Source: an optimization exercise on an open RTL-to-GDS flow (aim: small area and a short achievable clock period). Production flows keep margins and buffers that such runs may drop. RTL that was checked went through simulation tests only; none was proved equivalent to the original. For run 1, only the layout was checked, not whether the RTL still works. No activity file was given, so power comes from the tool's default toggle rates.

**flow/run.sh**
```bash
#!/bin/bash
# synth_recipe.tcl (not shown) runs the flow's synth.tcl, then flattens the netlist and writes it again
# the make line also repeats each setting of config.mk as NAME=value (left out here)
make -C /OpenROAD-flow-scripts/flow DESIGN_CONFIG=/design/flow/config.mk WORK_HOME=/design/flow/orfs CLKGATE_MAP_FILE= SYNTH_SCRIPT=/design/flow/synth_recipe.tcl finish
```
**flow/config.mk**
```make
export PLATFORM = sky130hd
export DESIGN_NAME = param_stack
export DESIGN_NICKNAME = param_stack
export VERILOG_FILES = /design/flow/design.v
export SDC_FILE = /design/flow/constraint.sdc
export NUM_CORES = 4
export LEC_CHECK = 0
export ABC_AREA = 1
export CAP_MARGIN = 20
export CORE_MARGIN = 2
export CORE_UTILIZATION = 70
export CTS_CLUSTER_DIAMETER = 100
export CTS_CLUSTER_SIZE = 25
export SETUP_SLACK_MARGIN = 2.35
export SLEW_MARGIN = 20
```
**flow/constraint.sdc**
```tcl
create_clock -name core_clock -period 4.5 [get_ports {clk}]
set_input_delay 0.9000 -clock core_clock [delete_from_list [all_inputs] [get_ports {clk}]]
set_output_delay 0.9000 -clock core_clock [all_outputs]
set_load 0.01 [all_outputs]
```
**flow/design.v**
```verilog
package stack_pkg;
  localparam int DATA_W_DEF = 8;
  localparam int DEPTH_DEF  = 256;
endpackage
module stack_ram (
  input  logic       clk,
  input  logic [1:0] wb_en_i,
  input  logic [3:0] wb_row0_i,
  input  logic [3:0] wb_row1_i,
  input  logic [7:0] wb_data0_i,
  input  logic [7:0] wb_data1_i,
  input  logic [3:0] rd_row0_i,
  input  logic [3:0] rd_row1_i,
  output logic [7:0] rd_data0_o,
  output logic [7:0] rd_data1_o
);
  logic [31:0][7:0][7:0] ring_q;
  logic [15:0][7:0]      tail0, tail1;
  always_ff @(posedge clk) begin
    for (int g = 0; g < 32; g++) begin
      ring_q[g][0] <= ring_q[g][7];
      if (g % 2 == 0) begin
        if (wb_en_i[0] && wb_row0_i == 4'(g / 2)) ring_q[g][1] <= wb_data0_i;
        else                                      ring_q[g][1] <= ring_q[g][0];
      end else begin
        if (wb_en_i[1] && wb_row1_i == 4'(g / 2)) ring_q[g][1] <= wb_data1_i;
        else                                      ring_q[g][1] <= ring_q[g][0];
      end
      for (int j = 2; j < 8; j++) ring_q[g][j] <= ring_q[g][j-1];
    end
  end
  always_comb begin
    for (int h = 0; h < 16; h++) begin
      tail0[h] = ring_q[2*h][7];
      tail1[h] = ring_q[2*h+1][7];
    end
  end
  assign rd_data0_o = tail0[rd_row0_i];
  assign rd_data1_o = tail1[rd_row1_i];
endmodule
module param_stack #(
  parameter int DATA_W = stack_pkg::DATA_W_DEF,
  parameter int DEPTH  = stack_pkg::DEPTH_DEF,
  parameter int PTR_W  = 8
) (
  input  logic              clk,
  input  logic              rst,
  input  logic              push,
  input  logic              pop,
  input  logic              tos,
  input  logic              clr_err,
  input  logic [DATA_W-1:0] d_in,
  output logic [DATA_W-1:0] d_out,
  output logic              d_out_vld,
  output logic [PTR_W:0]    count,
  output logic              empty,
  output logic              full,
  output logic              overflow,
  output logic              underflow
);
  logic [8:0]       cnt_q;
  logic             empty_q, full_q;
  logic [7:0]       dout_q;
  logic             vld_q, ovf_q, unf_q;
  logic [15:0][7:0] cache_q;
  logic [15:0]      sv_q;       
  logic [15:0]      sd_q;       
  logic [2:0]       ph_q;       
  logic [1:0]       wbg_q;      
  logic [1:0]       ldg_q;      
  logic [1:0][3:0]  hi_q;       
  logic [1:0]       ld_en_q;
  logic [1:0]       wb_en_q;    
  logic [1:0][3:0]  wb_row_q;   
  logic [1:0][7:0]  wb_data_q, ld_data_q;
  logic [2:0]       ld_off_q;
  logic [7:0]       rd_data0, rd_data1;
  logic       inc, dec, repl, rd;
  logic [3:0]       sa;
  logic [15:0]      oh_a, oh_b;    
  logic [15:0][7:0] cache_top;     
  assign sa = cnt_q[3:0];
  always_comb begin
    for (int s = 0; s < 16; s++) begin
      oh_a[s]      = (sa == 4'(s));
      oh_b[s]      = (sa == 4'(s + 1));
      cache_top[s] = cache_q[(s + 15) % 16];
    end
  end
  assign inc  = push && !full_q && (!pop || empty_q);
  assign dec  = pop && !push && !empty_q;
  assign repl = push && pop && !empty_q;
  assign rd   = !empty_q && (pop || (tos && !push));
  logic [2:0] ph_n;
  assign ph_n = ph_q + 3'd1;
  logic [1:0][3:0] hi_d;
  logic [1:0]      evt_d;
  always_comb begin
    for (int p = 0; p < 2; p++) begin
      logic [3:0] s;
      s = {p[0], ph_n};
      hi_d[p]  = (s < cnt_q[3:0]) ? cnt_q[7:4] : cnt_q[7:4] - 4'd1;
      evt_d[p] = (inc && oh_a[s]) || ((dec || repl) && oh_b[s]);
    end
  end
  logic [1:0] wb_go, ld_go, wbg_d, ldg_d;
  always_comb begin
    for (int p = 0; p < 2; p++) begin
      wbg_d[p] = sd_q[{p[0], ph_n}] && !evt_d[p];
      ldg_d[p] = !sv_q[{p[0], ph_n}] && !evt_d[p];
    end
  end
  assign wb_go = wbg_q;
  assign ld_go = ldg_q;
  always_ff @(posedge clk) begin
    ld_data_q[0] <= rd_data0;
    ld_data_q[1] <= rd_data1;
    for (int p = 0; p < 2; p++) begin
      wb_data_q[p] <= cache_q[{p[0], ph_q}];
      wb_row_q[p]  <= hi_q[p];
    end
    hi_q     <= hi_d;
    ld_off_q <= ph_q;
  end
  always_ff @(posedge clk) begin
    if (rst) begin
      cnt_q   <= '0;
      empty_q <= 1'b1;
      full_q  <= 1'b0;
      dout_q  <= '0;
      vld_q   <= 1'b0;
      ovf_q   <= 1'b0;
      unf_q   <= 1'b0;
      sv_q    <= '1;
      sd_q    <= '0;
      ph_q    <= '0;
      ld_en_q <= '0;
      wb_en_q <= '0;
      wbg_q   <= '0;
      ldg_q   <= '0;
    end else begin
      ph_q    <= ph_n;
      ld_en_q <= ld_go;
      wb_en_q <= wb_go;
      wbg_q   <= wbg_d;
      ldg_q   <= ldg_d;
      if (inc) begin
        cnt_q   <= cnt_q + 9'd1;
        empty_q <= 1'b0;
        full_q  <= (cnt_q == 9'd255);
      end else if (dec) begin
        cnt_q   <= cnt_q - 9'd1;
        empty_q <= (cnt_q == 9'd1);
        full_q  <= 1'b0;
      end
      vld_q <= rd;
      if (rd) dout_q <= cache_top[sa];
      ovf_q <= (ovf_q && !clr_err) || (push && !pop && full_q);
      unf_q <= (unf_q && !clr_err) || (empty_q && (pop || (tos && !push)));
      for (int s = 0; s < 16; s++) begin
        if ((inc && oh_a[s]) || (repl && oh_b[s])) begin
          cache_q[s] <= d_in;
          sv_q[s]    <= 1'b1;
          sd_q[s]    <= 1'b1;
        end else if (dec && oh_b[s]) begin
          sv_q[s] <= (cnt_q <= 9'd16);
          sd_q[s] <= 1'b0;
        end else begin
          if (ld_en_q[s / 8] && ld_off_q == 3'(s % 8) && !sv_q[s]) begin
            cache_q[s] <= ld_data_q[s / 8];
            sv_q[s]    <= 1'b1;
          end
          if (ph_q == 3'(s % 8) && wb_go[s / 8]) sd_q[s] <= 1'b0;
        end
      end
    end
  end
  stack_ram u_ram (
    .clk        (clk),
    .wb_en_i    (wb_en_q),
    .wb_row0_i  (wb_row_q[0]),
    .wb_row1_i  (wb_row_q[1]),
    .wb_data0_i (wb_data_q[0]),
    .wb_data1_i (wb_data_q[1]),
    .rd_row0_i  (hi_q[0]),
    .rd_row1_i  (hi_q[1]),
    .rd_data0_o (rd_data0),
    .rd_data1_o (rd_data1)
  );
  assign count     = cnt_q;
  assign empty     = empty_q;
  assign full      = full_q;
  assign d_out     = dout_q;
  assign d_out_vld = vld_q;
  assign overflow  = ovf_q;
  assign underflow = unf_q;
endmodule
```
==> results of run 1 <==
-- where the power goes --
| part | internal (uW) | switching (uW) | total, uW |
|---|---|---|---|
| Clock | 4170 | 5780 | 9960 |
| Combinational | 810 | 2190 | 3000 |
| Sequential | 21500 | 378 | 21800 |
| Total | 26500 | 8350 | 34800 |
-- final timing paths --
| path | from | end | slack (ps) | cells after the start |
|---|---|---|---|---|
| hold / removal | u_ram.ring_q[1968]$_DFF_P_ | u_ram.ring_q[1976]$_DFF_P_ | 300 | 0 |
| hold reg to reg | u_ram.ring_q[1968]$_DFF_P_ | u_ram.ring_q[1976]$_DFF_P_ | 300 | 0 |
| setup / recovery | cnt_q[0]$_SDFFE_PP0P_ | count[0] | 2260 | 2 |
| setup reg to reg | cnt_q[0]$_SDFFE_PP0P_ | cache_q[37]$_DFFE_PP_ | 2320 | 11 |
-- registers in the layout, indices dropped and copies added, names as in the netlist, 2 cells and up --
signal	count
wb_row_q	8
sd_q	16
ld_en_q	2
cnt_q	9
wb_en_q	2
u_ram.ring_q	2048
hi_q	8
ld_data_q	16
ph_q	3
dout_q	8
sv_q	16
ldg_q	2
wb_data_q	16
ld_off_q	3
cache_q	128
wbg_q	2
-- per-stage QoR --
step | instance area (um^2) | utilization, % | setup WS (ps) | power [uW] | cells
final | 64000 | 76.5 | 2260 | 34800 | 5953
after global placement | 60200 | 72.0 | 1140 | 25000 | 5764
after detailed placement | 60200 | 72.0 | 1090 | 25100 | 5764
after global routing | 64000 | 76.5 | 2230 | 36000 | 5953
after CTS | 63600 | 76.1 | 2180 | 34800 | 5936
after floorplan | 59300 | - | 2350 | 23800 | 4826
-- worst max-delay path, cell delays in order, from the launching register on --
cell	delay, ps
dfxtp_4	380
buf_16	140
buf_6	110
-- kinds of logic after synthesis --
family / synth area share (%)
DFF: 79.9
and+or+nand+nor: 8.33
AOI/OAI and AO/OA: 8.68
buffers and inverters: 2.69
adders and majority gates: 0.360
xor gates and xnor gates: 0.0593
-- cell usage in the layout, fill, tap and decap left out, types with 17 or more instances in the layout --
cell	count
buf_2	17
buf_4	70
clkbuf_16	105
o21ai_0	636
dfxtp_1	2137
inv_1	149
nand3_1	108
nor2_4	17
o211ai_1	90
nor2_1	421
a31oi_1	30
nand2_1	611
a21oi_1	125
edfxtp_1	128
-- what timing repair did --
action                                  4_1_cts  5_1_grt
gates resized for setup                     167       50
pin swaps                                    23       16
endpoints found under the setup margin      341      210
buffers inserted                             46       14
gates cloned                                  5        3
-- metal layers --
| metal | vias up | wire, um | GRT usage (%) |
|---|---|---|---|
| met3 | 345 | 7630 | 3.51 |
| met5 | - | 0 | 0 |
| met4 | 0 | 5380 | 11.6 |
| met2 | 1204 | 53000 | 42.0 |
| met1 | 15300 | 55500 | 40.7 |
| li1 | 15700 | - | - |
-- area by class of cell --
class / count / area (um^2)
flip-flops and latches: 2292 / 47200
fillers: 5202 / 19600
multi-input cells: 2168 / 10700
clock buffers: 116 / 2630
well taps: 1080 / 1350
repair buffers: 128 / 1230
inverters: 163 / 664
clock inverters: 5 / 105
repair inverters: 1 / 8.76
==> summary.md, run 1 <==
| Metric | Value |
|---|---|
| Top post-synthesis cells by area | `dfxtp_1, edfxtp_1, o21ai_0` |
| CTS tree | `done` |
| Setup TNS | `0 ps` |
| Syn Nets | `4857` |
| Die height | `294 um` |
| Fin nets | `4886` |
| H-tree depth | `3` |
| Clk sink count | `approximately 2.3k` |
| Root Driver | `clkbuf_16` |
| Most common cell in the netlist | `dfxtp_1` |
| 1st-iter DRT viols | `~2.9k` |
| Area share of the leading cell type in the synthesized netlist | `between 70% and 80%` |
| Setup Skew | `55.6 ps` |
| Critical Path Sink Type | `output port` |
| Avg Cell Area, Syn | `12.2 um^2` |
| Initial antenna violation count | `4` |
| DR pass1 iterations | `7` |
| Num ports | `36` |
| Final HPWL DP | `between 70000 and 80000 um` |
| Congestion Overflow GR | `0` |
| Slew Limit Fails | `0` |
| Clock slew at reported path FFs | `about 100 ps` |
| WL final | `122000 um` |
| Largest net degree at the start of global routing | `76` |
| Final hold vios | `0` |
| Pwr dens | `544 nW/um^2` |
| Via density | `about 5.5` |
| CP Class | `reg -> out` |
| Vias | `32.5k` |
| Leakage | `0.0249 uW` |
| Synth Flop Type | `dfxtp_1` |
| Post-synth EDFFs | `around 130` |
| Warnings, synthesis | `2` |
| CTS max path bufs | `3` |
| Minimum clock period | `2240 ps` |
| RSZ-0062 raised after global routing | `yes` |
| ANT nets after route | `0` |
| Yosys top cell by area | `dfxtp_1` |
| # setup viols final | `0` |
| Cts bufs inserted | `101` |
| Clock latency on the worst-skew pair | `720 ps` |
| Asr flop ratio synth | `0%` |
| Top cells by count, synth | `dfxtp_1, o21ai_0, nand2_1` |
| Wire length per cell | `20.4 um` |
| Final worst-path cycle share | `49.9%` |
| Die Span X | `294 um` |
| Max-cap violations | `0` |
| Sequential area share after synthesis | `79.9%` |
| Fraction of layout cells with a size suffix above 1 | `7.37%` |
| # diodes | `0` |
| Vias in the first global route | `30.9k` |
| Min Hold Slack | `297 ps` |
| GRT Overall Usage | `27.7%` |
| Initial Util | `70.7%` |
| Core area | `~84000 um^2` |
| Fmax achieved | `445 MHz` |
| Worst slew pin tran | `between 1000 and 1500 ps` |
| Crit Path Max Fanout | `3` |
| Critical Path Source Type | `register` |
| Worst Hold Class | `reg -> reg` |
| Post-Synthesis Cell Area | `between 50000 and 60000 um^2` |
| Area Overhead vs Synth | `8.31%` |
| Synth cell types | `43` |
| Status | `finished clean` |
| Drt drc | `0` |
| Area of the die | `86700 um^2` |
| Relative slew slack | `between 20 and 25%` |
| CP arrival | `1340 ps` |
| Buffers added on ports | `35` |
| Hold_buf cts | `0` |
| Rows | `~110` |
| First-pass GRT wire length | `181000 um` |
| Cells after synthesis | `~4.8k` |
| #FFs+latches synth | `approximately 2.3k` |
| Final Wtd Congestion | `0.949` |
| CP Data Required Time | `3600 ps` |
| Maximum vdd drop | `0.417 mV` |
==> run 2, diff against run 1 <==
--- a/flow/design.v
+++ b/flow/design.v
@@ -6,10 +6,8 @@
   input  logic       clk,
   input  logic [1:0] wb_en_i,
-  input  logic [3:0] wb_row0_i,
-  input  logic [3:0] wb_row1_i,
+  input  logic [3:0] row0_i,
+  input  logic [3:0] row1_i,
   input  logic [7:0] wb_data0_i,
   input  logic [7:0] wb_data1_i,
-  input  logic [3:0] rd_row0_i,
-  input  logic [3:0] rd_row1_i,
   output logic [7:0] rd_data0_o,
   output logic [7:0] rd_data1_o
@@ -19,13 +17,12 @@
   always_ff @(posedge clk) begin
     for (int g = 0; g < 32; g++) begin
-      ring_q[g][0] <= ring_q[g][7];
       if (g % 2 == 0) begin
-        if (wb_en_i[0] && wb_row0_i == 4'(g / 2)) ring_q[g][1] <= wb_data0_i;
-        else                                      ring_q[g][1] <= ring_q[g][0];
+        if (wb_en_i[0] && row0_i == 4'(g / 2)) ring_q[g][0] <= wb_data0_i;
+        else                                   ring_q[g][0] <= ring_q[g][7];
       end else begin
-        if (wb_en_i[1] && wb_row1_i == 4'(g / 2)) ring_q[g][1] <= wb_data1_i;
-        else                                      ring_q[g][1] <= ring_q[g][0];
+        if (wb_en_i[1] && row1_i == 4'(g / 2)) ring_q[g][0] <= wb_data1_i;
+        else                                   ring_q[g][0] <= ring_q[g][7];
       end
-      for (int j = 2; j < 8; j++) ring_q[g][j] <= ring_q[g][j-1];
+      for (int j = 1; j < 8; j++) ring_q[g][j] <= ring_q[g][j-1];
     end
   end
@@ -36,6 +33,6 @@
     end
   end
-  assign rd_data0_o = tail0[rd_row0_i];
-  assign rd_data1_o = tail1[rd_row1_i];
+  assign rd_data0_o = tail0[row0_i];
+  assign rd_data1_o = tail1[row1_i];
 endmodule
 module param_stack #(
@@ -70,9 +67,5 @@
   logic [1:0]       ldg_q;      
   logic [1:0][3:0]  hi_q;       
-  logic [1:0]       ld_en_q;
-  logic [1:0]       wb_en_q;    
-  logic [1:0][3:0]  wb_row_q;   
-  logic [1:0][7:0]  wb_data_q, ld_data_q;
-  logic [2:0]       ld_off_q;
+  logic [1:0][7:0]  wb_data;
   logic [7:0]       rd_data0, rd_data1;
   logic       inc, dec, repl, rd;
@@ -113,14 +106,8 @@
   assign wb_go = wbg_q;
   assign ld_go = ldg_q;
-  always_ff @(posedge clk) begin
-    ld_data_q[0] <= rd_data0;
-    ld_data_q[1] <= rd_data1;
-    for (int p = 0; p < 2; p++) begin
-      wb_data_q[p] <= cache_q[{p[0], ph_q}];
-      wb_row_q[p]  <= hi_q[p];
-    end
-    hi_q     <= hi_d;
-    ld_off_q <= ph_q;
+  always_comb begin
+    for (int p = 0; p < 2; p++) wb_data[p] = cache_q[{p[0], ph_q}];
   end
+  always_ff @(posedge clk) hi_q <= hi_d;
   always_ff @(posedge clk) begin
     if (rst) begin
@@ -135,12 +122,8 @@
       sd_q    <= '0;
       ph_q    <= '0;
-      ld_en_q <= '0;
-      wb_en_q <= '0;
       wbg_q   <= '0;
       ldg_q   <= '0;
     end else begin
       ph_q    <= ph_n;
-      ld_en_q <= ld_go;
-      wb_en_q <= wb_go;
       wbg_q   <= wbg_d;
       ldg_q   <= ldg_d;
@@ -167,6 +150,6 @@
           sd_q[s] <= 1'b0;
         end else begin
-          if (ld_en_q[s / 8] && ld_off_q == 3'(s % 8) && !sv_q[s]) begin
-            cache_q[s] <= ld_data_q[s / 8];
+          if (ph_q == 3'(s % 8) && ld_go[s / 8]) begin
+            cache_q[s] <= (s < 8) ? rd_data0 : rd_data1;
             sv_q[s]    <= 1'b1;
           end
@@ -178,11 +161,9 @@
   stack_ram u_ram (
     .clk        (clk),
-    .wb_en_i    (wb_en_q),
-    .wb_row0_i  (wb_row_q[0]),
-    .wb_row1_i  (wb_row_q[1]),
-    .wb_data0_i (wb_data_q[0]),
-    .wb_data1_i (wb_data_q[1]),
-    .rd_row0_i  (hi_q[0]),
-    .rd_row1_i  (hi_q[1]),
+    .wb_en_i    (wb_go),
+    .row0_i     (hi_q[0]),
+    .row1_i     (hi_q[1]),
+    .wb_data0_i (wb_data[0]),
+    .wb_data1_i (wb_data[1]),
     .rd_data0_o (rd_data0),
     .rd_data1_o (rd_data1)
--- a/flow/config.mk
+++ b/flow/config.mk
@@ -6,5 +6,4 @@
 export NUM_CORES = 4
 export LEC_CHECK = 0
-export ABC_AREA = 1
 export CAP_MARGIN = 20
 export CORE_MARGIN = 2
==> run 2 against run 1 <==
Effect of this change:
- first-iteration DRC count shrank 31%
- total power down 3.8%
- hold slack improved by 8.9 ps
- final cell count fell by 17%
- utilization grew 2.9 points
- maximum frequency is 4.0% lower
- critical path type is now reg -> reg
==> summary.md, run 2 <==
| Metric | Value |
|---|---|
| Top cells by count, synth | `dfxtp_1, nor2_1, a21oi_1` |
| Die height | `roughly 290 um` |
| Area of the die | `85200 um^2` |
| Cts bufs inserted | `99` |
| CP max-delay cell | `mux4_2` |
| Worst Hold Class | `reg -> reg` |
| Drt drc | `0` |
| Largest net degree at the start of global routing | `43` |
| R2R Path End | `cache_q[57]$_DFFE_PP_` |
| #FFs+latches synth | `2245` |
| Initial Util | `70.6%` |
| NetSw | `between 7000 and 8000 uW` |
| Internal | `26000 uW` |
| Initial antenna violation count | `9` |
| CTS max path bufs | `3` |
| Crit path max-delay family | `multiplexers` |
| Syn Nets | `3720` |
| Final core utilization | `79.5%` |
| Buffers & Inverters on Critical Path | `2` |
| Fraction of layout cells with a size suffix above 1 | `20.9%` |
| Fin nets | `roughly 4k` |
| R2R Setup Slk | `2160 ps` |
| Fmax achieved | `~430 MHz` |
| # setup viols final | `0` |
| H-tree depth | `3` |
| Clock latency on the worst-skew pair | `710 ps` |
| Post-route setup slack | `2160 ps` |
| Worst r2r path cells | `6` |
| Buffers added on ports | `35` |
| CP max stage delay | `550 ps` |
| ANT nets after route | `0` |
| Final worst-path cycle share | `52.0%` |
| Yosys top cell by area | `dfxtp_1` |
| Most Frequent Cell on Critical Path | `mux2i_4` |
| Critical Path Source Type | `register` |
| Flop pwr share | `62.9%` |
| Clk sink count | `2245` |
| Most common cell in the netlist | `dfxtp_1` |
| Commonest non-fill, non-tap cell in the layout | `dfxtp_1` |
| Final hold vios | `0` |
| Post-synth EDFFs | `128` |
| Worst slack, placed | `684 ps` |
| Pwr dens | `513 nW/um^2` |
| Area share of the leading cell type in the synthesized netlist | `73.1%` |
| Top post-synthesis cells by area | `dfxtp_1, edfxtp_1, mux4_2` |
| Fin cells | `4949` |
| WL final | `122000 um` |
| Setup TNS | `0 ps` |
| Clock power frac | `29.6%` |
| Area Overhead vs Synth | `12.5%` |
| Largest Register | `u_ram.ring_q` |
| Hold Path Origin | `u_ram.ring_q[308]$_DFF_P_` |
| Final HPWL DP | `~70000 um` |
| Hold EP | `u_ram.ring_q[316]$_DFF_P_` |
| Leakage | `0.0253 uW` |
| CP Data Required Time | `4940 ps` |
| Minimum clock period | `2340 ps` |
| WHS Path Cells | `0` |
| Num ports | `36` |
| Crit Path Max Fanout | `8` |
| Maximum vdd drop | `between 0.4 and 0.5 mV` |
| Slew Limit Fails | `0` |
| Final Wtd Congestion | `0.936` |
| Critical Path Sink Type | `register` |
| FILL cells | `4076` |
| Status | `finished clean` |
| GRT Overall Usage | `about 29%` |
| Congestion Overflow GR | `0` |
| Worst slew pin tran | `1070 ps` |
| RSZ-0062 raised after global routing | `yes` |
| Rows | `around 110` |
| Cells after synthesis | `roughly 3.7k` |
| Comb power frac | `7.5%` |
| Vias | `27.9k` |
| Setup Skew | `between 30 and 40 ps` |
| Relative slew slack | `28.4%` |
| 1st-iter DRT viols | `~2k` |
| Via density | `5.63` |
| Sequential area share after synthesis | `79.7%` |
| DR pass1 iterations | `6` |
| Synth Flop Type | `dfxtp_1` |
| Most frequent cells in the layout | `dfxtp_1, nor2_1, a21oi_1` |
| Post-Synthesis Cell Area | `58000 um^2` |
| Warnings, synthesis | `2` |
| Synth cell types | `68` |
| CP Class | `reg -> reg` |
| Max-cap violations | `0` |
| Clock slew at reported path FFs | `100 ps` |
| CP arrival | `2780 ps` |
| Vias in the first global route | `29.4k` |
| Asr flop ratio synth | `0%` |
| Avg Cell Area, Syn | `15.7 um^2` |
| Reg2reg start | `hi_q[2]$_DFF_P_` |
| Hold_buf cts | `0` |
| Placed Cells | `between 4k and 5k` |
| CTS tree | `done` |
| Die Span X | `292 um` |
| Switching part of the total power | `roughly 22%` |
| Max reg flops | `2048` |
| First-pass GRT wire length | `183000 um` |
| Crit-path cells | `buf_12, buf_16, mux4_2, mux2i_4, mux2i_4, mux2_4` |
| Top Registers | `u_ram.ring_q (2048), cache_q (128)` |
| Wire length per cell | `24.6 um` |
| Core area | `82100 um^2` |
| Root Driver | `clkbuf_16` |
[run 2: changes by cell type in the layout (fill, tap and decap cells not counted), moves of 62 or more]
cell	previous run	this run
mux2_4	0	125
o21ai_0	636	65
inv_1	149	25
nor2_1	421	244
o211ai_1	90	2
nand3_1	108	46
nand2_1	611	84
mux2i_4	0	64
mux4_2	0	137
a21oi_1	125	229
[run 2: worst register-to-register path: stages (launching register included)]
cell	delay [ps]
dfxtp_4	450
buf_12	150
buf_16	140
mux4_2	550
mux2i_4	250
mux2i_4	240
mux2_4	320
[run 2: final cells by class]
class                           instances  area, um^2  share of cell area (%)
Tap cell                             1070        1340                    2.05
Multi-Input combinational cell       1266       12300                    18.8
Antenna cell                            3        7.51                  0.0115
Clock buffer                          112        2570                    3.94
Inverter                               30         144                   0.221
Clock inverter                          5         109                   0.167
Timing Repair Buffer                  218        2500                    3.83
Sequential cell                      2245       46300                    71.0
[run 2: metal layers]
| layer | share of wire (%) | global-route usage (%) | up-vias |
|---|---|---|---|
| li1 | - | - | 12700 |
| met1 | 43 | 38.9 | 14000 |
| met2 | 48 | 47.2 | 879 |
| met3 | 5.3 | 4.05 | 238 |
| met4 | 3.6 | 10.8 | 12 |
| met5 | 0.071 | 0 | - |
[run 2: cells by family after synthesis]
group | Yosys count | synth area share [%]
AO/OA/AOI/OAI | 363 | 3.39
AND/OR/NAND/NOR | 511 | 4.09
XOR/XNOR | 9 | 0.136
buffers and inverters | 187 | 1.62
adder cells (fa/ha/maj) | 17 | 0.367
flip-flops | 2245 | 79.7
multiplexers | 357 | 10.7
[run 2: through the flow]
stage / cell area, um^2 / total power, uW / hold WS [ps]
floorplan: 58700 / 22700 / 310
global placement: 59800 / 23300 / 310
detailed placement: 59800 / 23300 / 312
CTS: 64700 / 33400 / 310
global route: 65200 / 34400 / 323
finish: 65200 / 33500 / 306
[run 2: power groups by stage]
stage / Clock (uW) / Combinational, uW / Sequential (uW)
floorplan: 0 / 1460 / 21300
global placement: 0 / 1730 / 21500
detailed placement: 0 / 1760 / 21600
CTS: 9970 / 2370 / 21100
global route: 10700 / 2600 / 21100
finish: 9930 / 2500 / 21100
[run 2: how the worst max path moves through the flow]
stage | start | end | slack, ps | cells after the start
after floorplan | pop | cache_q[56]$_DFFE_PP_ | 2070 | 7
after global placement | pop | cache_q[40]$_DFFE_PP_ | 810 | 5
after detailed placement | pop | cache_q[40]$_DFFE_PP_ | 680 | 5
after CTS | hi_q[2]$_DFF_P_ | cache_q[37]$_DFFE_PP_ | 2170 | 6
after global routing | hi_q[2]$_DFF_P_ | cache_q[61]$_DFFE_PP_ | 2160 | 6
final | hi_q[2]$_DFF_P_ | cache_q[57]$_DFFE_PP_ | 2160 | 6
[run 2: timing repair]
action | 4_1_cts | 5_1_grt
setup endpoints to repair | 593 | 324
gates resized for setup | 297 | 53
pin swaps | 17 | 17
gates cloned | 10 | 7
buffers inserted | 100 | 20
==> run 3, diff against run 2 <==
--- a/flow/config.mk
+++ b/flow/config.mk
@@ -6,4 +6,5 @@
 export NUM_CORES = 4
 export LEC_CHECK = 0
+export ABC_AREA = 1
 export CAP_MARGIN = 20
 export CORE_MARGIN = 2
@@ -11,4 +12,5 @@
 export CTS_CLUSTER_DIAMETER = 100
 export CTS_CLUSTER_SIZE = 25
+export PLACE_DENSITY = 0.85
 export SETUP_SLACK_MARGIN = 2.35
 export SLEW_MARGIN = 20
==> run 3 against run 2 <==
Effect of this change:
- critical path type unchanged
- count of clock-buffer cells in the layout fell by 3
- maximum frequency increased by 0.25%
- utilization fell by 1.4 points
- still clean
- clock skew increased by 26 ps
==> summary.md, run 3 <==
| Metric | Value |
|---|---|
| H-tree depth | `3` |
| Die Span X | `291 um` |
| Largest net degree at the start of global routing | `70` |
| Crit Path Max Fanout | `34` |
| Core area | `82000 um^2` |
| Top cells by count, synth | `dfxtp_1, nand2_1, o21ai_0` |
| CP max stage delay | `520 ps` |
| Clock latency on the worst-skew pair | `740 ps` |
| Vias | `roughly 36k` |
| Synth cell types | `36` |
| R2R Setup Slk | `2170 ps` |
| Sequential area share after synthesis | `79.9%` |
| Fmax achieved | `approximately 430 MHz` |
| Most Frequent Cell on Critical Path | `nand2_1` |
| Crit path max-delay family | `simple AND/OR/NAND/NOR gates` |
| Fraction of layout cells with a size suffix above 1 | `10.8%` |
| Setup Skew | `61.1 ps` |
| Setup TNS | `0 ps` |
| Total power draw | `35400 uW` |
| Worst r2r path cells | `6` |
| CP arrival | `2860 ps` |
| 1st-iter DRT viols | `5347` |
| Buffers & Inverters on Critical Path | `2` |
| Cts bufs inserted | `100` |
| Sequential cell area | `46300 um^2` |
| Final core utilization | `78.0%` |
| CP Data Required Time | `between 5000 and 6000 ps` |
| Fin nets | `4875` |
| Area share of the leading cell type in the synthesized netlist | `73.3%` |
| Asr flop ratio synth | `0%` |
| Status | `finished clean` |
| Min Hold Slack | `approximately 290 ps` |
| Drt drc | `0` |
| Final HPWL DP | `81800 um` |
| Leakage | `0.0254 uW` |
| Most frequent cells in the layout | `dfxtp_1, nand2_1, o21ai_1` |
| CP Class | `reg -> reg` |
| CTS max path bufs | `3` |
| Relative slew slack | `roughly 18%` |
| ANT nets after route | `0` |
| Buffers added on ports | `35` |
| Hold_buf cts | `0` |
| WL final | `152000 um` |
| Mux cell area share after synthesis | `0%` |
| Clk sink count | `2245` |
| Slew Limit Fails | `0` |
| Post-synth EDFFs | `roughly 130` |
| Clock slew at reported path FFs | `100 ps` |
| CTS tree | `done` |
| First-pass GRT wire length | `214000 um` |
| DR pass1 iterations | `9` |
| Via density | `6.08` |
| Pwr dens | `554 nW/um^2` |
| Cells after synthesis | `4754` |
| Post-Synthesis Cell Area | `between 50000 and 60000 um^2` |
| Die height | `291 um` |
| Complex-gate fraction of the synthesized area | `6.95%` |
| Worst slew pin tran | `between 1000 and 1500 ps` |
| Worst Hold Class | `reg -> reg` |
| FILL cells | `4304` |
| Critical Path Source Type | `register` |
| Worst slack, placed | `just over 900 ps` |
| CP max-delay cell | `nand2_1` |
| RSZ-0062 raised after global routing | `yes` |
| Largest family of logic cells by synthesized area | `simple AND/OR/NAND/NOR gates` |
| Post-route setup slack | `about 2200 ps` |
| Maximum vdd drop | `0.504 mV` |
| Root Driver | `clkbuf_16` |
| Critical Path Stages | `6` |
| Max reg flops | `2048` |
| WHS Path Cells | `0` |
| Area Overhead vs Synth | `10.6%` |
| Post-synthesis adder-cell area fraction | `less than 1%` |
| Yosys top cell by area | `dfxtp_1` |
| # setup viols final | `0` |
| Synth Flop Type | `dfxtp_1` |
| Area of the die | `84900 um^2` |
| Avg Cell Area, Syn | `12.2 um^2` |
| Syn Nets | `4785` |
| Synth Area in XOR/XNOR | `less than 1%` |
| Vias in the first global route | `35.1k` |
| Final hold vios | `0` |
| Congestion Overflow GR | `0` |
| GRT Overall Usage | `33.5%` |
| Wire length per cell | `~26 um` |
| Final worst-path cycle share | `51.9%` |
| #FFs+latches synth | `approximately 2.2k` |
| Initial Util | `roughly 71%` |
| Largest Register | `u_ram.ring_q` |
| Minimum clock period | `2330 ps` |
| Final Wtd Congestion | `slightly above 1` |
| Simple-gate share of the synthesized area | `10.5%` |
| Top post-synthesis cells by area | `dfxtp_1, edfxtp_1, nand2_1` |
| Num ports | `36` |
| Top Registers | `u_ram.ring_q (2048), cache_q (128)` |
| Warnings, synthesis | `2` |
| Max-cap violations | `0` |
| Critical Path Sink Type | `register` |
| Crit-path cells | `buf_4, buf_6, nor3_2, nand2_1, nand2_1, o21ai_0` |
| Most common cell in the netlist | `dfxtp_1` |
| Commonest non-fill, non-tap cell in the layout | `dfxtp_1` |
| Rows | `105` |
| Initial antenna violation count | `4` |
| Multi-input gate area in the final layout | `11300 um^2` |
-- run 3: worst paths after layout --
kind / from / end
max: hi_q[5]$_DFF_P_ / u_ram.ring_q[68]$_DFF_P_
min: u_ram.ring_q[587]$_DFF_P_ / u_ram.ring_q[595]$_DFF_P_
max reg2reg: hi_q[5]$_DFF_P_ / u_ram.ring_q[68]$_DFF_P_
min reg2reg: u_ram.ring_q[587]$_DFF_P_ / u_ram.ring_q[595]$_DFF_P_
-- run 3: final cells by class --
class                      instances  share of cell area (%)
timing repair buffer             174                    2.86
multi-input combinational       2208                    17.7
tap                             1070                    2.09
sequential                      2245                    72.4
antenna                            3                  0.0117
inverter                         115                   0.737
clock buffer                     109                    3.96
clock inverter                    10                   0.274
-- run 3: repair_timing --
action / CTS / global route
gates resized for setup: 307 / 122
setup endpoints to repair: 594 / 428
gates cloned: 7 / 0
pin swaps: 24 / 19
buffers inserted: 57 / 37
-- run 3: power by group --
group | total (uW) | internal, uW | switching [uW]
Sequential | 22100 | 21500 | 567
Clock | 10100 | 4090 | 6030
Combinational | 3230 | 913 | 2320
Total | 35400 | 26500 | 8920
-- run 3: per-layer routing --
metal | vias to the layer above | GRT usage [%] | wire [um]
met5 | - | 0 | 19
li1 | 15600 | - | -
met1 | 17200 | 41.9 | 55300
met2 | 2511 | 54.6 | 71700
met4 | 2 | 18.8 | 9870
met3 | 739 | 7.20 | 14900
-- run 3: cells by family after synthesis --
group,Yosys count
AO/OA/AOI/OAI,730
XOR/XNOR,4
adder cells (fa/ha/maj),17
buffers and inverters,303
flip-flops,2245
AND/OR/NAND/NOR,1455
-- run 3: per-stage QoR --
stage                     cells  cell area (um^2)
final                      5934             64000
after global placement     5711             59300
after floorplan            4754             58200
after CTS                  5894             63200
after detailed placement   5711             59300
after global routing       5931             64000
==> run 4, diff against run 3 <==
--- a/flow/config.mk
+++ b/flow/config.mk
@@ -12,5 +12,4 @@
 export CTS_CLUSTER_DIAMETER = 100
 export CTS_CLUSTER_SIZE = 25
-export PLACE_DENSITY = 0.85
-export SETUP_SLACK_MARGIN = 2.35
+export SETUP_SLACK_MARGIN = 2.25
 export SLEW_MARGIN = 20
==> run 4 against run 3 <==
Effect of this change:
- flip-flop and latch count did not move
- non-clock buffer count shrank 34
- global-route usage down 2.3 points
- critical path type unchanged
- total power shrank 1.8%
- maximum frequency decreased by 0.44%
- register-to-register slack hardly changed
- still clean on timing, DRC and antenna
- critical endpoint is now u_ram.ring_q[1088]$_DFF_P_
==> summary.md, run 4 <==
| Metric | Value |
|---|---|
| Status | `finished clean` |
| CP max stage delay | `560 ps` |
| GR Layer Usage met2 | `48.3%` |
| Area share of the leading cell type in the synthesized netlist | `between 70% and 80%` |
| CP max-delay cell | `nor3_2` |
| # setup viols final | `0` |
| Multi-input gate area in the final layout | `11100 um^2` |
| Yosys top cell by area | `dfxtp_1` |
| CTS tree | `done` |
| Cells after synthesis | `4754` |
| Min Hold Slack | `~270 ps` |
| 1st-iter DRT viols | `3778` |
| Slew Limit Fails | `0` |
| Comb power frac | `8.4%` |
| Top cells by count, synth | `dfxtp_1, nand2_1, o21ai_0` |
| Maximum vdd drop | `0.495 mV` |
| Largest net degree at the start of global routing | `47` |
| Vias in the first global route | `around 32k` |
| Area Overhead vs Synth | `9.70%` |
| Syn Nets | `4785` |
| FILL cells | `4898` |
| Top Registers | `u_ram.ring_q (2048), cache_q (128)` |
| Buffers & Inverters on Critical Path | `1` |
| Minimum clock period | `2340 ps` |
| Setup TNS | `0 ps` |
| Critical Path Source Type | `register` |
| Fin nets | `4842` |
| Busiest grt layer | `met2` |
| Hold_buf cts | `0` |
| Switching part of the total power | `24.0%` |
| Post-synth EDFFs | `128` |
| Leakage | `0.0251 uW` |
| Clock slew at reported path FFs | `between 100 and 150 ps` |
| Wire length per cell | `22.6 um` |
| Post-Synthesis Cell Area | `57800 um^2` |
| WL final | `133000 um` |
| Clock latency on the worst-skew pair | `720 ps` |
| Crit-path cells | `buf_8, nor3_2, nand2_1, o21ai_1` |
| DR pass1 iterations | `6` |
| Grt met3 use | `between 6 and 7%` |
| Area of the die | `around 85000 um^2` |
| Drt drc | `0` |
| Max reg flops | `a little over 2k` |
| Core area | `82000 um^2` |
| Final HPWL DP | `82000 um` |
| Flop pwr share | `63.3%` |
| Worst slew pin tran | `1250 ps` |
| First-pass GRT wire length | `198000 um` |
| Pwr dens | `548 nW/um^2` |
| Most frequent cells in the layout | `dfxtp_1, nand2_1, o21ai_0` |
| Root Driver | `clkbuf_16` |
| Commonest non-fill, non-tap cell in the layout | `dfxtp_1` |
| Avg Cell Area, Syn | `between 10 and 15 um^2` |
| Sequential cell area | `46300 um^2` |
| Fraction of layout cells with a size suffix above 1 | `9.69%` |
| Warnings, synthesis | `2` |
| Initial antenna violation count | `10` |
| Synth Flop Type | `dfxtp_1` |
| Most common cell in the netlist | `dfxtp_1` |
| Met1 Resource Use GR | `41.8%` |
| Max-cap violations | `0` |
| Setup Skew | `between 60 and 70 ps` |
| Die Span X | `291 um` |
| Largest Register | `u_ram.ring_q` |
| CTS max path bufs | `3` |
| Num ports | `36` |
| Synth cell types | `36` |
| Buffers added on ports | `35` |
| Worst Hold Class | `reg -> reg` |
| Internal | `26400 uW` |
| CP Data Required Time | `approximately 5000 ps` |
| Via density | `5.71` |
| Final worst-path cycle share | `a little over half` |
| Die height | `291 um` |
| Initial Util | `70.6%` |
| GRT Overall Usage | `between 30% and 40%` |
| Fmax achieved | `around 430 MHz` |
| H-tree depth | `3` |
| RSZ-0062 raised after global routing | `yes` |
| Vias | `33.7k` |
| Top post-synthesis cells by area | `dfxtp_1, edfxtp_1, nand2_1` |
| Asr flop ratio synth | `0%` |
| Final hold vios | `0` |
| Congestion Overflow GR | `0` |
| Cts bufs inserted | `100` |
| Clk sink count | `2245` |
| ANT nets after route | `0` |
| Clock power frac | `28.4%` |
| CP Class | `reg -> reg` |
| NetSw | `8360 uW` |
| Relative slew slack | `roughly 17%` |
| Sequential area share after synthesis | `79.9%` |
| Final Wtd Congestion | `0.975` |
| Critical Path Sink Type | `register` |
| Crit Path Max Fanout | `46` |
| #FFs+latches synth | `2245` |
| CP arrival | `2930 ps` |
| Rows | `105` |
| Crit path max-delay family | `simple AND/OR/NAND/NOR gates` |
## run 4: final timing paths
| check | from | to | slack, ps | depth (start not counted) |
|---|---|---|---|---|
| hold reg to reg | u_ram.ring_q[1457]$_DFF_P_ | u_ram.ring_q[1465]$_DFF_P_ | 270 | 0 |
| hold / removal | u_ram.ring_q[1457]$_DFF_P_ | u_ram.ring_q[1465]$_DFF_P_ | 270 | 0 |
| setup reg to reg | hi_q[4]$_DFF_P_ | u_ram.ring_q[1088]$_DFF_P_ | 2160 | 4 |
| setup / recovery | hi_q[4]$_DFF_P_ | u_ram.ring_q[1088]$_DFF_P_ | 2160 | 4 |
## run 4: metal layers
metal | part of all wire, % | vias to the layer above | wire [um]
li1 | - | 15600 | -
met1 | 41 | 15900 | 54700
met2 | 44 | 1685 | 59000
met3 | 8.5 | 515 | 11400
met4 | 6.2 | 6 | 8240
met5 | 0.031 | - | 41
## run 4: area by class of cell
cell class,count,area share [%]
tap,1070,2.11
inverter,115,0.771
clock inverter,8,0.209
clock buffer,113,4.05
multi-input combinational,2208,17.5
antenna,3,0.0118
timing repair inverter,1,0.0138
timing repair buffer,140,2.35
sequential,2245,72.9
## run 4: through the flow
stage               util [%]  setup WS (ps)  total power [uW]  cells  area, um^2
finish                  77.4           2160             34800   5903       63500
global route            77.4           2120             35900   5900       63400
CTS                     77.0           2030             34800   5882       63100
detailed placement      72.2           1070             24800   5707       59200
global placement        72.2           1150             24700   5707       59200
floorplan                  -           2240             23800   4754       58100
## run 4: kinds of logic after synthesis
group	Yosys count	share of synthesized area, %
adders and majority gates	17	0.368
AOI/OAI and AO/OA	730	6.95
and+or+nand+nor	1455	10.5
DFF	2245	79.9
buffers and inverters	303	2.25
xor gates and xnor gates	4	0.0606
## run 4: power by group through the flow
stage	Clock [uW]	Sequential, uW	Combinational [uW]
after detailed placement	0	22400	2390
after global placement	0	22400	2360
after global routing	10700	22100	3070
final	9870	22000	2910
after CTS	9990	22000	2750
after floorplan	0	22200	1560
## run 4: worst register-to-register path: stages (launching register included)
cell and delay [ps]:
dfxtp_4 440, buf_8 250, nor3_2 590, nand2_1 500
o21ai_1 480
## run 4: repair_timing
action                                  in CTS  in global routing
setup buffers                               45                 17
pin swaps                                   17                 14
endpoints found under the setup margin     584                343
gates resized for setup                    250                 74
gates cloned                                 9                  1
==> run 5, diff against run 4 <==
--- a/flow/config.mk
+++ b/flow/config.mk
@@ -12,4 +12,4 @@
 export CTS_CLUSTER_DIAMETER = 100
 export CTS_CLUSTER_SIZE = 25
-export SETUP_SLACK_MARGIN = 2.25
+export SETUP_SLACK_MARGIN = 2.5
 export SLEW_MARGIN = 20
==> run 5 against run 4 <==
Effect of this change:
- clock skew is 14 ps lower
- sequential power barely moved
- still clean on timing, DRC and antenna
- critical endpoint is now count[1]
- routed wire length increased by 4.4%
- largest cell class unchanged
- die area stayed put
- via count grew 1.7%
- cell area increased by 2.9%
- count of clock-buffer cells in the layout fell by 1
- sequential share of layout area shrank 2.0 points
==> summary.md, run 5 <==
| Metric | Value |
|---|---|
| Wire length per cell | `23.3 um` |
| 1st-iter DRT viols | `4106` |
| Congestion Overflow GR | `0` |
| Asr flop ratio synth | `0%` |
| CP max-delay cell | `dfxtp_4` |
| #FFs+latches synth | `approximately 2.2k` |
| Setup TNS | `0 ps` |
| Clk sink count | `2245` |
| Max reg flops | `2048` |
| Worst Hold Class | `reg -> reg` |
| Minimum clock period | `around 2200 ps` |
| Top post-synthesis cells by area | `dfxtp_1, edfxtp_1, nand2_1` |
| Met2 wire len | `approximately 62000 um` |
| DR pass1 iterations | `8` |
| Slew Limit Fails | `0` |
| Metal3 WL | `12700 um` |
| Relative slew slack | `11.8%` |
| Num ports | `36` |
| Fraction of layout cells with a size suffix above 1 | `~14%` |
| Warnings, synthesis | `2` |
| Vias in the first global route | `32.9k` |
| Most common cell in the netlist | `dfxtp_1` |
| Worst r2r path cells | `10` |
| Final core utilization | `79.6%` |
| Buffers added on ports | `35` |
| Sequential area share after synthesis | `79.9%` |
| H-tree depth | `3` |
| First-pass GRT wire length | `between 200000 and 250000 um` |
| Top cells by count, synth | `dfxtp_1, nand2_1, o21ai_0` |
| RSZ-0062 raised after global routing | `yes` |
| Area Overhead vs Synth | `12.8%` |
| Max-cap violations | `0` |
| WL met1 | `57100 um` |
| Leakage | `0.0258 uW` |
| Commonest non-fill, non-tap cell in the layout | `dfxtp_1` |
| Maximum vdd drop | `0.449 mV` |
| Final hold vios | `0` |
| WL final | `about 140000 um` |
| Crit-path cells | `buf_12, buf_6` |
| CTS max path bufs | `3` |
| Rows | `105` |
| CP Data Required Time | `3600 ps` |
| Setup Skew | `between 50 and 60 ps` |
| Fin nets | `4925` |
| Critical Path Sink Type | `output port` |
| Initial Util | `70.6%` |
| Post-Synthesis Cell Area | `57800 um^2` |
| Drt drc | `0` |
| GRT Overall Usage | `31.8%` |
| Cts bufs inserted | `100` |
| Root Driver | `clkbuf_16` |
| Area of the die | `84900 um^2` |
| # diodes | `0` |
| CP arrival | `1320 ps` |
| Syn Nets | `4785` |
| Worst slack, placed | `1010 ps` |
| Area share of the leading cell type in the synthesized netlist | `73.3%` |
| Post-synth EDFFs | `128` |
| Avg Cell Area, Syn | `12.2 um^2` |
| Vias | `around 34k` |
| # setup viols final | `0` |
| Final worst-path cycle share | `49.4%` |
| Post-route setup slack | `between 2000 and 2500 ps` |
| Worst slew pin tran | `roughly 1300 ps` |
| Hold_buf cts | `0` |
| Yosys top cell by area | `dfxtp_1` |
| ANT nets after route | `0` |
| Synth Flop Type | `dfxtp_1` |
| Core area | `82000 um^2` |
| Top Registers | `u_ram.ring_q (2048), cache_q (128)` |
| Die Span X | `291 um` |
| Final Wtd Congestion | `just under 1` |
| Most frequent cells in the layout | `dfxtp_1, nand2_1, o21ai_1` |
| Status | `finished clean` |
| CP Class | `reg -> out` |
| CTS tree | `done` |
| Largest net degree at the start of global routing | `66` |
| Uppermost routed layer | `met4` |
| Largest Register | `u_ram.ring_q` |
| Cells after synthesis | `4754` |
| CP max stage delay | `~380 ps` |
| Crit Path Max Fanout | `3` |
| Via density | `5.73` |
| WHS Path Cells | `0` |
| Die height | `291 um` |
| Clock slew at reported path FFs | `110 ps` |
| Final HPWL DP | `about 83000 um` |
| Initial antenna violation count | `1` |
| Synth cell types | `36` |
| Critical Path Source Type | `register` |
| Pwr dens | `roughly 540 nW/um^2` |
| Clock latency on the worst-skew pair | `700 ps` |
| Fmax achieved | `between 400 and 500 MHz` |
==> run 5: cell count changes in the layout (fill, tap and decap cells not counted), moves of 24 or more <==
cell     delta
o21ai_0   -115
nand2_2    +24
o21ai_1    +79
o21ai_2    +42
buf_6      +59
nand2_1    -35
buf_4      +28
==> run 5: kinds of logic after synthesis <==
kind of cell | after synthesis | synth area share, %
flops | 2245 | 79.9
simple gates | 1455 | 10.5
compound gates | 730 | 6.95
buf+inv | 303 | 2.25
fa+ha+maj | 17 | 0.368
xor+xnor | 4 | 0.0606
==> run 5: per-layer routing <==
layer	GRT usage (%)	up-vias
li1	-	15700
met1	43.6	16300
met2	49.4	1752
met3	6.25	480
met4	14.5	0
met5	0	-
==> run 5: through the flow <==
stage,cell area (um^2),hold slack (ps),total power (uW),cells
after detailed placement,59300,312,24900,5715
after global routing,65300,298,36300,5982
after floorplan,58200,310,23800,4754
after CTS,64100,296,34900,5926
after global placement,59300,309,24800,5715
final,65300,295,35200,5982
==> run 5: power breakdown <==
part	internal [uW]	switching (uW)	leakage (uW)	total [uW]
logic	1030	2290	0.00618	3310
clock network	4130	5790	0.00133	9920
registers	21500	513	0.0183	22000
total	26700	8590	0.0258	35200
==> run 5: path summary, 6_finish.rpt <==
path                                                  from                    endpoint  slack (ps)
worst max-delay path                 cnt_q[1]$_SDFFE_PP0P_                    count[1]        2280
worst min-delay path            u_ram.ring_q[1183]$_DFF_P_  u_ram.ring_q[1191]$_DFF_P_         300
worst max register to register       cnt_q[0]$_SDFFE_PP0P_       cache_q[28]$_DFFE_PP_        2290
worst min register to register  u_ram.ring_q[1183]$_DFF_P_  u_ram.ring_q[1191]$_DFF_P_         300
==> run 5: final cells by class <==
type                       instances  area (um^2)
tap                             1070         1340
timing repair buffer             221         2460
fill                            4612        16700
timing repair inverter             3         27.5
sequential                      2245        46300
inverter                         115          607
clock buffer                     112         2570
multi-input combinational       2208        11800
clock inverter                     8          174
==> run 5: worst max-delay path, delay by kind of cell (launching register included) <==
family / cells / cell delay [ps]
DFF: 1 / 380
buffers and inverters: 2 / 240
==> run 5: timing repair <==
action	4_1_cts	5_1_grt
setup endpoints to repair	599	459
setup buffers	82	50
resized for setup	434	208
pin swaps	56	67
cloned	9	6
==> run 6, diff against run 5 <==
--- a/flow/config.mk
+++ b/flow/config.mk
@@ -9,7 +9,7 @@
 export CAP_MARGIN = 20
 export CORE_MARGIN = 2
-export CORE_UTILIZATION = 70
+export CORE_UTILIZATION = 75
 export CTS_CLUSTER_DIAMETER = 100
 export CTS_CLUSTER_SIZE = 25
-export SETUP_SLACK_MARGIN = 2.5
+export SETUP_SLACK_MARGIN = 2.35
 export SLEW_MARGIN = 20
==> run 6 against run 5 <==
Effect of this change:
- highest routed layer is now met5
- routed wire length is 16% higher
- synthesized cell count unchanged
- largest cell class unchanged
- maximum frequency shrank 7.8%
- via count grew 6.6%
- flip-flop and latch count stayed put
- critical endpoint is now cache_q[77]$_DFFE_PP_
- non-clock buffer count down 63
- still clean on timing, DRC and antenna
==> summary.md, run 6 <==
| Metric | Value |
|---|---|
| Clock slew at reported path FFs | `100 ps` |
| Via density | `a little over 6` |
| Final HPWL DP | `85100 um` |
| CP Class | `reg -> reg` |
| Placed Cells | `5668` |
| Critical Path Source Type | `register` |
| #FFs+latches synth | `2245` |
| Relative slew slack | `9.11%` |
| CTS max path bufs | `3` |
| CP max-delay cell | `dfxtp_4` |
| CP arrival | `2880 ps` |
| Most common cell in the netlist | `dfxtp_1` |
| Critical Path Sink Type | `register` |
| Cts bufs inserted | `100` |
| Crit Path Max Fanout | `14` |
| Area of the die | `79400 um^2` |
| Fmax achieved | `415 MHz` |
| CTS tree | `done` |
| WL final | `around 160000 um` |
| Initial Util | `around three quarters` |
| Rows | `between 100 and 150` |
| Max reg flops | `2048` |
| Drt drc | `0` |
| Top Registers | `u_ram.ring_q (2048), cache_q (128)` |
| Final hold vios | `0` |
| Critical Path Stages | `9` |
| Vias in the first global route | `35.2k` |
| Die Span X | `282 um` |
| Clk sink count | `2245` |
| Fraction of layout cells with a size suffix above 1 | `about a tenth` |
| R2R Setup Slk | `2090 ps` |
| Internal | `26500 uW` |
| Num ports | `36` |
| Leakage | `0.0253 uW` |
| ANT nets after route | `0` |
| Buffers added on ports | `35` |
| Congestion Overflow GR | `0` |
| Maximum vdd drop | `between 0.6 and 0.7 mV` |
| Clock latency on the worst-skew pair | `750 ps` |
| Top post-synthesis cells by area | `dfxtp_1, edfxtp_1, nand2_1` |
| Synth Flop Type | `dfxtp_1` |
| Warnings, synthesis | `2` |
| Most frequent cells in the layout | `dfxtp_1, nand2_1, o21ai_0, o21ai_1, nand3_1` |
| DR pass1 iterations | `11` |
| Synth cell types | `36` |
| Reg2reg start | `hi_q[4]$_DFF_P_` |
| Most Frequent Cell on Critical Path | `nand2_1` |
| Buffers & Inverters on Critical Path | `2` |
| Sequential area share after synthesis | `79.9%` |
| Minimum clock period | `2410 ps` |
| Final instance area | `63700 um^2` |
| Wire length per cell | `~28 um` |
| # setup viols final | `0` |
| Asr flop ratio synth | `0%` |
| Post-Synthesis Cell Area | `57800 um^2` |
| Max-cap violations | `0` |
| Final Wtd Congestion | `between 0.9 and 1` |
| Critical path endpoint | `cache_q[77]$_DFFE_PP_` |
| Core area | `76200 um^2` |
| Hold Path Origin | `u_ram.ring_q[1059]$_DFF_P_` |
| RSZ-0062 raised after global routing | `yes` |
| Worst r2r path cells | `9` |
| Largest Register | `u_ram.ring_q` |
| Worst slew pin tran | `around 1400 ps` |
| Fin cells | `slightly below 6k` |
| Switching part of the total power | `25.5%` |
| GRT Overall Usage | `38.8%` |
| Area Overhead vs Synth | `10.2%` |
| 1st-iter DRT viols | `5239` |
| Final core utilization | `83.7%` |
| Area share of the leading cell type in the synthesized netlist | `73.3%` |
| Vias | `36.6k` |
| Commonest non-fill, non-tap cell in the layout | `dfxtp_1` |
| Crit-path cells | `buf_4, nor2_4, buf_12, nand2_1, nand4_1, nand2_1, nand2_2, o21ai_1, nand2_1` |
| H-tree depth | `3` |
| CP Launch Point | `hi_q[4]$_DFF_P_` |
| First-pass GRT wire length | `about 220000 um` |
| Top cells by count, synth | `dfxtp_1, nand2_1, o21ai_0` |
| Cells after synthesis | `roughly 4.8k` |
| Root Driver | `clkbuf_16` |
| Syn Nets | `between 4k and 5k` |
| Flop pwr share | `62.2%` |
| Die height | `roughly 280 um` |
| FILL cells | `3419` |
| Initial antenna violation count | `12` |
| Yosys top cell by area | `dfxtp_1` |
| Clock power frac | `29.0%` |
| Pwr dens | `558 nW/um^2` |
| Avg Cell Area, Syn | `around 12 um^2` |
| CP max stage delay | `490 ps` |
| NetSw | `~9100 uW` |
| Post-synth EDFFs | `128` |
| Slew Limit Fails | `0` |
| Setup TNS | `0 ps` |
| Final worst-path cycle share | `53.6%` |
| Worst Hold Class | `reg -> reg` |
| Comb power frac | `8.8%` |
| Crit path max-delay family | `simple AND/OR/NAND/NOR gates` |
| Status | `finished clean` |
| Setup Skew | `65.7 ps` |
| Fin nets | `between 4k and 5k` |
| R2R Path End | `cache_q[77]$_DFFE_PP_` |
| CP Data Required Time | `4970 ps` |
| Largest net degree at the start of global routing | `66` |
| DP Area | `slightly below 60000 um^2` |
[run 6: changes by cell type in the layout (fill, tap and decap cells not counted), sizes merged, moves of 2 or more]
cell,delta
buf,-57
bufbuf,-2
clkdlybuf4s50,-2
clkinvlp,-2
diode,+6
[run 6: per-stage QoR]
stage | total power, uW | setup WS, ps | hold slack, ps
global placement | 24700 | 1050 | 310
finish | 35600 | 2090 | 306
CTS | 34900 | 2210 | 296
detailed placement | 24900 | 990 | 312
floorplan | 23800 | 2240 | 310
global route | 36300 | 2130 | 301
[run 6: worst register-to-register path, stage by stage, from the launching register on]
cell	delay, ps
dfxtp_4	490
buf_4	180
nor2_4	40
buf_12	160
nand2_1	90
nand4_1	390
nand2_1	230
nand2_2	210
o21ai_1	280
nand2_1	100
[run 6: area by class of cell]
cell class / count / area [um^2] / area share (%)
antenna: 6 / 15.0 / 0.0236
sequential: 2245 / 46300 / 72.6
clock buffer: 113 / 2550 / 4.00
inverter: 115 / 500 / 0.785
multi-input combinational: 2207 / 11300 / 17.7
timing repair inverter: 1 / 8.76 / 0.0137
tap: 1030 / 1290 / 2.02
clock inverter: 8 / 169 / 0.265
timing repair buffer: 158 / 1650 / 2.59
[run 6: layer usage]
| metal | wire length [um] | up-vias | part of all wire [%] | global-route usage [%] |
|---|---|---|---|---|
| met4 | 12800 | 8 | 7.9 | 23.4 |
| met1 | 58100 | 17300 | 36 | 48.4 |
| met5 | 46 | - | 0.028 | 0 |
| met3 | 17900 | 898 | 11 | 9.70 |
| li1 | - | 15600 | - | - |
| met2 | 73200 | 2799 | 45 | 61.4 |
[run 6: timing repair]
item / CTS / global route
hold buffers: 0 / 0
endpoints found under the setup margin: 596 / 365
pin swaps: 33 / 19
buffers inserted: 59 / 22
resized for setup: 308 / 104
gates cloned: 6 / 1
endpoints found under the hold margin: 0 / 0
[run 6: worst min path at each step]
stage	end	slack (ps)	cells past startpoint
2_1_floorplan	u_ram.ring_q[1000]$_DFF_P_	310	0
3_3_place_gp	u_ram.ring_q[417]$_DFF_P_	310	0
3_5_place_dp	u_ram.ring_q[1916]$_DFF_P_	310	0
4_1_cts	u_ram.ring_q[1118]$_DFF_P_	300	0
5_1_grt	u_ram.ring_q[1457]$_DFF_P_	300	0
6_report	u_ram.ring_q[1067]$_DFF_P_	310	0
[run 6: power groups by stage]
stage / clock, uW / sequential [uW] / combinational (uW)
floorplan: 0 / 22200 / 1570
global placement: 0 / 22400 / 2330
detailed placement: 0 / 22500 / 2390
CTS: 10100 / 22100 / 2780
global route: 10900 / 22200 / 3250
finish: 10300 / 22100 / 3130
[run 6: cell families after synthesis]
| logic type | synth area share (%) |
|---|---|
| flip-flops | 79.9 |
| AND/OR/NAND/NOR | 10.5 |
| AO/OA/AOI/OAI | 6.95 |
| buffers and inverters | 2.25 |
| adder cells (fa/ha/maj) | 0.368 |
| XOR/XNOR | 0.0606 |
==> run 7, diff against run 6 <==
--- a/flow/config.mk
+++ b/flow/config.mk
@@ -9,7 +9,8 @@
 export CAP_MARGIN = 20
 export CORE_MARGIN = 2
-export CORE_UTILIZATION = 75
+export CORE_UTILIZATION = 70
 export CTS_CLUSTER_DIAMETER = 100
 export CTS_CLUSTER_SIZE = 25
 export SETUP_SLACK_MARGIN = 2.35
 export SLEW_MARGIN = 20
+export TNS_END_PERCENT = 5
==> run 7 against run 6 <==
Effect of this change:
- still clean
- count of clock-buffer cells in the layout is the same
- utilization shrank 6.0 points
- hold slack lost 36 ps
- sequential power is essentially flat
- register-to-register slack gained 110 ps
- critical endpoint is now u_ram.ring_q[67]$_DFF_P_
- largest power group unchanged
==> summary.md, run 7 <==
| Metric | Value |
|---|---|
| Grt met3 use | `6.59%` |
| Setup Skew | `~72 ps` |
| Worst Hold Class | `reg -> reg` |
| Crit Path Max Fanout | `46` |
| First-pass GRT wire length | `just under 200000 um` |
| Met1 Resource Use GR | `41.6%` |
| Syn Nets | `4785` |
| Worst r2r path cells | `4` |
| Clock slew at reported path FFs | `110 ps` |
| Fmax achieved | `435 MHz` |
| Rows | `105` |
| Reg2reg start | `hi_q[4]$_DFF_P_` |
| Top post-synthesis cells by area | `dfxtp_1, edfxtp_1, nand2_1` |
| Minimum clock period | `about 2300 ps` |
| Top cells by count, synth | `dfxtp_1, nand2_1, o21ai_0` |
| Vias | `~34k` |
| Min Hold Slack | `270 ps` |
| Vias in the first global route | `32.4k` |
| CTS tree | `done` |
| Num ports | `36` |
| Wire length per cell | `22.7 um` |
| #FFs+latches synth | `2245` |
| Leakage | `0.0252 uW` |
| Die height | `291 um` |
| Area share of the leading cell type in the synthesized netlist | `between 70% and 80%` |
| GRT Overall Usage | `31.0%` |
| Die Span X | `between 200 and 300 um` |
| CTS max path bufs | `3` |
| Busiest grt layer | `met2` |
| R2R Setup Slk | `roughly 2200 ps` |
| Most common cell in the netlist | `dfxtp_1` |
| Synth cell types | `36` |
| ANT nets after route | `0` |
| Hold EP | `u_ram.ring_q[1465]$_DFF_P_` |
| Final hold vios | `0` |
| Cells after synthesis | `around 4.8k` |
| Final Wtd Congestion | `0.975` |
| Initial antenna violation count | `9` |
| Commonest non-fill, non-tap cell in the layout | `dfxtp_1` |
| Final worst-path cycle share | `between 50% and 60%` |
| Most frequent cells in the layout | `dfxtp_1, nand2_1, o21ai_0` |
| R2R Path End | `u_ram.ring_q[67]$_DFF_P_` |
| Setup TNS | `0 ps` |
| Warnings, synthesis | `2` |
| Status | `finished clean` |
| Area Overhead vs Synth | `10.0%` |
| 1st-iter DRT viols | `3789` |
| Clock latency on the worst-skew pair | `approximately 700 ps` |
| Worst slew pin tran | `1310 ps` |
| Post-synth EDFFs | `128` |
| Max reg flops | `slightly above 2k` |
| Buffers added on ports | `35` |
| Drt drc | `0` |
| Root Driver | `clkbuf_16` |
| Sequential area share after synthesis | `79.9%` |
| FILL cells | `a little under 5k` |
| WL final | `134000 um` |
| Avg Cell Area, Syn | `12.2 um^2` |
| DR pass1 iterations | `9` |
| Critical Path Sink Type | `register` |
| Pwr dens | `approximately 550 nW/um^2` |
| Post-Synthesis Cell Area | `57800 um^2` |
| WHS Path Cells | `0` |
| Via density | `5.67` |
| Initial Util | `70.6%` |
| Core area | `82000 um^2` |
| Clk sink count | `2245` |
| Largest Register | `u_ram.ring_q` |
| CP Class | `reg -> reg` |
| Slew Limit Fails | `0` |
| Maximum vdd drop | `0.495 mV` |
| Synth Flop Type | `dfxtp_1` |
| Cts bufs inserted | `100` |
| Fraction of layout cells with a size suffix above 1 | `9.91%` |
| Final HPWL DP | `82000 um` |
| CP Data Required Time | `roughly 5100 ps` |
| CP arrival | `2850 ps` |
| H-tree depth | `3` |
| Congestion Overflow GR | `0` |
| Hold Path Origin | `u_ram.ring_q[1457]$_DFF_P_` |
| Fin nets | `4855` |
| Critical Path Source Type | `register` |
| Relative slew slack | `12.5%` |
| # setup viols final | `0` |
| Top Registers | `u_ram.ring_q (2048), cache_q (128)` |
| Asr flop ratio synth | `0%` |
| Max-cap violations | `0` |
| Largest net degree at the start of global routing | `47` |
| Area of the die | `84900 um^2` |
| Yosys top cell by area | `dfxtp_1` |
| RSZ-0062 raised after global routing | `yes` |
| GR Layer Usage met2 | `48.0%` |
[run 7: cell count changes in the layout (fill, tap and decap cells not counted), sizes merged]
| cell | before | now |
|---|---|---|
| clkdlybuf4s50 | 7 | 8 |
| inv | 116 | 117 |
| diode | 6 | 4 |
| clkbuf | 116 | 125 |
| dlygate4sd2 | 0 | 8 |
| bufbuf | 4 | 6 |
| buf | 143 | 116 |
| nand2 | 988 | 990 |
| clkdlybuf4s15 | 1 | 2 |
| nor2 | 133 | 132 |
[run 7: cell families (layout without fill, tap and decap cells)]
| family | count (synthesis) | count (layout) | share of synthesized area (%) |
|---|---|---|---|
| adder cells (fa/ha/maj) | 17 | 17 | 0.368 |
| buffers and inverters | 303 | 390 | 2.25 |
| XOR/XNOR | 4 | 4 | 0.0606 |
| AND/OR/NAND/NOR | 1455 | 1457 | 10.5 |
| AO/OA/AOI/OAI | 730 | 730 | 6.95 |
| other | 0 | 4 | 0 |
| flip-flops | 2245 | 2245 | 79.9 |
[run 7: stage by stage]
stage          std cells  power, uW  worst slack (ps)  utilization [%]  cell area, um^2
3_5_place_dp        5707      24800              1070             72.2            59200
5_1_grt             5913      36000              2210             77.6            63600
4_1_cts             5874      34700              2090             76.8            63000
3_3_place_gp        5707      24700              1150             72.2            59200
6_report            5917      34900              2200             77.6            63600
2_1_floorplan       4754      23800              2240                -            58100
[run 7: worst max-delay path: stages (launching register included)]
cell     delay, ps
dfxtp_4        450
buf_8          250
nor3_2         600
nand2_2        400
o21ai_0        450
[run 7: worst max-delay path by stage]
stage | from | endpoint | slack, ps
floorplan | pop | cache_q[24]$_DFFE_PP_ | 2240
global placement | pop | cache_q[56]$_DFFE_PP_ | 1150
detailed placement | pop | cache_q[56]$_DFFE_PP_ | 1070
CTS | cnt_q[1]$_SDFFE_PP0P_ | cache_q[37]$_DFFE_PP_ | 2090
global route | hi_q[5]$_DFF_P_ | cache_q[68]$_DFFE_PP_ | 2210
finish | hi_q[4]$_DFF_P_ | u_ram.ring_q[67]$_DFF_P_ | 2200
[run 7: layout make-up]
class	count	area, um^2	area share, %
inverter	115	494	0.777
tap	1070	1340	2.10
sequential	2245	46300	72.7
antenna	4	10.0	0.0157
timing repair inverter	2	17.5	0.0275
timing repair buffer	152	1640	2.58
clock inverter	8	133	0.208
multi-input combinational	2208	11200	17.5
clock buffer	113	2570	4.04
[run 7: report_power, final]
part | total [uW] | internal, uW | switching [uW]
logic | 2990 | 874 | 2120
registers | 22000 | 21500 | 530
clock network | 9880 | 4110 | 5770
total | 34900 | 26500 | 8420
[run 7: per-layer routing]
metal  vias to the layer above  wire [um]  share of wire [%]
li1                      15600          -                  -
met1                     15800      55000                 41
met2                      1640      59500                 44
met3                       519      11500                8.5
met4                         6       8130                6.1
met5                         -         45              0.034
[run 7: what timing repair did]
action | 4_1_cts | 5_1_grt
buffers inserted | 38 | 34
endpoints found under the hold margin | 0 | 0
endpoints found under the setup margin | 595 | 568
gates resized for setup | 188 | 145
pin swaps | 16 | 21
hold buffers | 0 | 0
cloned | 8 | 5

## static timing again, ports no longer ideal
The results above use ideal ports. As a check the final layouts listed here were re-extracted and re-timed, cells and wires unchanged.
Step 1 assumes that a clkbuf_16 drives the clock port and a buf_2 every other input.
Step 2 also shifts input and output timing later by t, the mid clock arrival at the registers, as if the neighbouring blocks saw the same clock.
Three values: ideal, step 1, step 2; two values: the first two.
run	t, ns	slack for setup (ns)	hold slack, ns	slew at the worst register clock pin (ns)	worst data-port slew with drivers (ns)
run 1	0.755	2.255 / 2.192 / 1.648	0.297 / 0.297 / 0.297	0.11 / 0.11	0.03
run 2	0.758	2.160 / 2.160 / 1.650	0.306 / 0.306 / 0.306	0.11 / 0.11	0.11
run 3	0.768	2.166 / 2.166 / 1.582	0.286 / 0.286 / 0.286	0.12 / 0.12	0.14
run 4	0.749	2.156 / 2.112 / 1.485	0.270 / 0.270 / 0.270	0.11 / 0.11	0.09
run 5	0.739	2.277 / 2.213 / 1.665	0.295 / 0.295 / 0.295	0.11 / 0.11	0.08
run 6	0.782	2.090 / 2.090 / 1.640	0.306 / 0.306 / 0.306	0.12 / 0.12	0.08
run 7	0.756	2.199 / 2.172 / 1.513	0.270 / 0.270 / 0.270	0.11 / 0.11	0.09
After both steps every run listed still meets setup and hold. The setup slack of run 7, which loses most, moves by -0.027 ns with the drivers and by -0.686 ns with both steps.
